Background: an optimization exercise with open tools, aiming at small area. Do not read the settings as production practice. Only simulation tests tie the RTL to the original design; equivalence was not proved. Power is estimated from default activity; no workload was simulated.

## run 1
## alu_operand_issue
module alu_operand_issue #(
    parameter int DATA_W = alu_pkg::ALU_DATA_W,
    parameter int REG_AW = alu_pkg::ALU_REG_AW
) (
    input  logic              clk,
    input  logic              rst_n,
    input  logic              in_valid,
    output logic              in_ready,
    input  logic [3:0]        in_op,
    input  logic [REG_AW-1:0] in_rs1,
    input  logic [REG_AW-1:0] in_rs2,
    input  logic [REG_AW-1:0] in_rd,
    input  logic              in_use_imm,
    input  logic [DATA_W-1:0] in_imm,
    input  logic [4:0]        in_shift,
    output logic              out_valid,
    input  logic              out_ready,
    output logic [DATA_W-1:0] out_a,
    output logic [DATA_W-1:0] out_b,
    output logic [3:0]        out_op,
    output logic [4:0]        out_shift,
    output logic [REG_AW-1:0] out_rd,
    input  logic              wb_en,
    input  logic [REG_AW-1:0] wb_addr,
    input  logic [DATA_W-1:0] wb_data
);
    localparam int NREG = 1 << REG_AW;
    localparam int NR   = NREG - 1;        
    logic [DATA_W-1:0] mem [1:NREG-1];
    logic [DATA_W-1:0] mem_d [1:NREG-1];
    logic [NREG-1:1]   vld;
    logic [NREG-1:1]   pend;
    logic [NREG-1:1]   wsel, wsel_n;
    logic [NREG-1:1]   sel_a, sel_b;
    logic [3:0]        lo1, lo2, lod, low;
    logic [7:0]        hi1, hi2, hid, hiw;
    logic [7:0]        pm1, pm2, pmd;
    logic              hit1, hit2;
    logic              busy_rs1, busy_rs2, pend_rd;
    logic              hazard, load, hold, issue, ga, gb;
    logic              fwd_a, fwd_b, imm_b;
    logic [DATA_W-1:0] a_d, b_d;
    always_comb begin
        for (int k = 0; k < 4; k++) begin
            lo1[k] = (in_rs1[1:0] == 2'(k));
            lo2[k] = (in_rs2[1:0] == 2'(k));
            lod[k] = (in_rd[1:0] == 2'(k));
            low[k] = (wb_addr[1:0] == 2'(k)) && wb_en;
        end
        for (int m = 0; m < 8; m++) begin
            hi1[m] = (in_rs1[4:2] == 3'(m));
            hi2[m] = (in_rs2[4:2] == 3'(m));
            hid[m] = (in_rd[4:2] == 3'(m));
            hiw[m] = (wb_addr[4:2] == 3'(m));
        end
    end
    always_comb begin
        for (int m = 0; m < 8; m++) begin
            pm1[m] = 1'b0;
            pm2[m] = 1'b0;
            pmd[m] = 1'b0;
            for (int k = 0; k < 4; k++) begin
                if (4 * m + k != 0) begin
  ...
For scale: about 1100 flip-flops, roughly 180 I/O pins.
export LEC_CHECK = 0
export CAP_MARGIN = 20
export CORE_MARGIN = 2
export CORE_UTILIZATION = 60
export CTS_BUF_LIST = sky130_fd_sc_hd__clkbuf_8
export CTS_CLUSTER_DIAMETER = 60
export CTS_CLUSTER_SIZE = 12
export SLEW_MARGIN = 20
export SYNTH_HIERARCHICAL = 1
export SYNTH_MINIMUM_KEEP_SIZE = 0
create_clock -name core_clock -period 5.5 [get_ports {clk}]
standard.sh (not shown) runs the stock make flow with config.mk's settings and CLKGATE_MAP_FILE= SYNTH_SCRIPT=/design/flow/synth_recipe.tcl, a recipe that flattens the netlist after the stock synthesis.
==> flow/flow/run.sh <==
#!/bin/bash
# Own layout flow: the standard flow (standard synthesis unchanged), with
# the port buffers made from sky130_fd_sc_hd__buf_1 instead of the delay cell
# buffer_ports picks by default. Every input and output port is still buffered.
set -euo pipefail
bash standard.sh \
    "BUFFER_PORTS_ARGS=-buffer_cell sky130_fd_sc_hd__buf_1" \
    finish > standard_flow.log 2>&1
Run 1 completed every stage of the flow, and the final layout passed the timing, design-rule and antenna checks.
### run 1 -> run 2
==> flow/flow/run.sh <==
#!/bin/bash
# Own layout flow: the standard flow (standard synthesis unchanged), with
#  - the port buffers made from sky130_fd_sc_hd__buf_1 instead of the delay-cell
#    buffer that buffer_ports picks by default (every port is still buffered);
#  - a clock tree of sky130_fd_sc_hd__clkbuf_4 leaf clusters of at most 8 sinks,
#    without dummy loads.
# All tool output goes to standard_flow.log and ORFS's per-step logs under orfs/logs.
set -euo pipefail
bash standard.sh \
    "BUFFER_PORTS_ARGS=-buffer_cell sky130_fd_sc_hd__buf_1" \
    "CTS_ARGS=-sink_clustering_enable -repair_clock_nets -buf_list sky130_fd_sc_hd__clkbuf_4 -sink_clustering_size 8 -sink_clustering_max_diameter 50 -dont_use_dummy_load" \
    finish > standard_flow.log 2>&1
[summary]
- On global-route wire length before repair, run 1 and run 2 are neck and neck.
- Run 2: part of the total power dissipated in combinational logic is 0.4 points higher than what run 1 reported.
- Compared to run 1, run 2 has layout clock buffer count 51 higher.
- Compared run 1 against run 2; non-clock buffer share of cell area within noise.
- Summary — register-to-register slack, run 2 relative to run 1: higher, by 80 ps.
- Diff run 2..run 1 | count of non-CTS buffers in the layout | unchanged
- When run 2 is measured against run 1, its total power turns out 2.9% lower.
- [compare] base=run 1 new=run 2: share of the core filled with cells in the final layout has decreased; final wirelength held.
[inputs] run 3 vs run 2
==> flow/run.sh (new file) <==
#!/bin/bash
# synth_recipe.tcl (not shown) runs the flow's synth.tcl, then flattens the netlist and writes it again
# the make line also repeats each setting of config.mk as NAME=value (left out here)
make -C /OpenROAD-flow-scripts/flow DESIGN_CONFIG=/design/flow/config.mk WORK_HOME=/design/flow/orfs CLKGATE_MAP_FILE= SYNTH_SCRIPT=/design/flow/synth_recipe.tcl finish
removed: flow/flow/run.sh
removed: flow/standard.sh
Findings:
- In run 3, total non-filler cell area in the finished layout is higher than in run 2.
- Sort run 2 and run 3 by global-route usage desc -> top: run 2
- Remaining max-slew budget at the tightest pin in run 3 is 3.2 points lower than in run 2
- Setup slack: run 3 less than run 2
- Run 2 reports its worst min-delay path class as in2reg while run 3 reports reg2reg.
- The worst setup slack after placement number comes out higher for run 2 vs run 3.
- Going from run 2 to run 3, share of power burned in combinational logic grows by 0.3 points.

the reference run:
alu_operand_issue, a different RTL version from the one above (not shown whole).
Size in the first run: ~3800 cells after synthesis, roughly 0.045 mm^2 of cells after synthesis.
clock: 5.5 ns
lec_check: 0
cap_margin: 20
core_margin: 2
core_utilization: 30
slew_margin: 20
synth_hierarchical: 1
synth_minimum_keep_size: 0
run.sh (not shown) runs the stock make flow with config.mk's settings and CLKGATE_MAP_FILE= SYNTH_SCRIPT=/design/flow/synth_recipe.tcl, a recipe that flattens the netlist after the stock synthesis.
Stock flow here: none of the scripts above is used.
Inputs modified between the reference run and the trial run:
- swapping 30 for 60 in CORE_UTILIZATION
Results
- Compared with the reference run, the trial run shows a higher number of antenna violations at the first check in global routing.
- Summary — die area, the trial run relative to the reference run: lower, by 0.075 mm^2.
- Number of nets in the finished design: the trial run < the reference run
- Looking at count of clock buffers in the final design, the trial run sits 6 above the reference run.
- Diff the reference run -> the trial run: area growth from synthesis to final layout moved down, number of well taps moved down.
- Re power in combinational cells: the trial run is about 2% up on the reference run.
- Between the reference run and the trial run, the flow reports sum of internal, switching and leakage power decreasing slightly.

[afterwards: timing with drivers on the ports]
The flow's constraints put no driver on any port. The routed layouts listed below were extracted and timed again, unchanged, in two steps. Step 1 assumes that a clkbuf_16 drives the clock port and a buf_2 every other input. Step 2 also shifts input and output timing later by t, the mid clock arrival at the registers, as if the neighbouring blocks saw the same clock. Three values: ideal ports, drivers, drivers and shift; two values: the first two.
run	t, ns	setup WS [ns]	hold WS [ns]	clock arrival spread, ns	worst slew at a driven data input, ns
run 1	0.857	1.018 / 0.982 / 0.350	0.482 / 0.448 / 0.482	0.061 / 0.061	0.07
run 2	1.095	1.042 / 1.007 / 0.355	0.232 / 0.191 / 0.483	0.085 / 0.085	0.07
run 3	0.848	0.334 / 0.300 / -0.097	0.486 / 0.481 / 0.486	0.066 / 0.066	0.09
the reference run	0.807	0.143 / 0.120 / -0.186	0.476 / 0.476 / 0.476	0.036 / 0.036	0.06
the trial run	0.781	0.166 / 0.146 / -0.531	0.482 / 0.482 / 0.482	0.064 / 0.065	0.05
Met with ideal ports but missed after step 2: setup timing in run 3, the reference run and the trial run. For the trial run, which loses most, drivers alone change the setup slack by -0.020 ns; drivers and shift together by -0.697 ns.
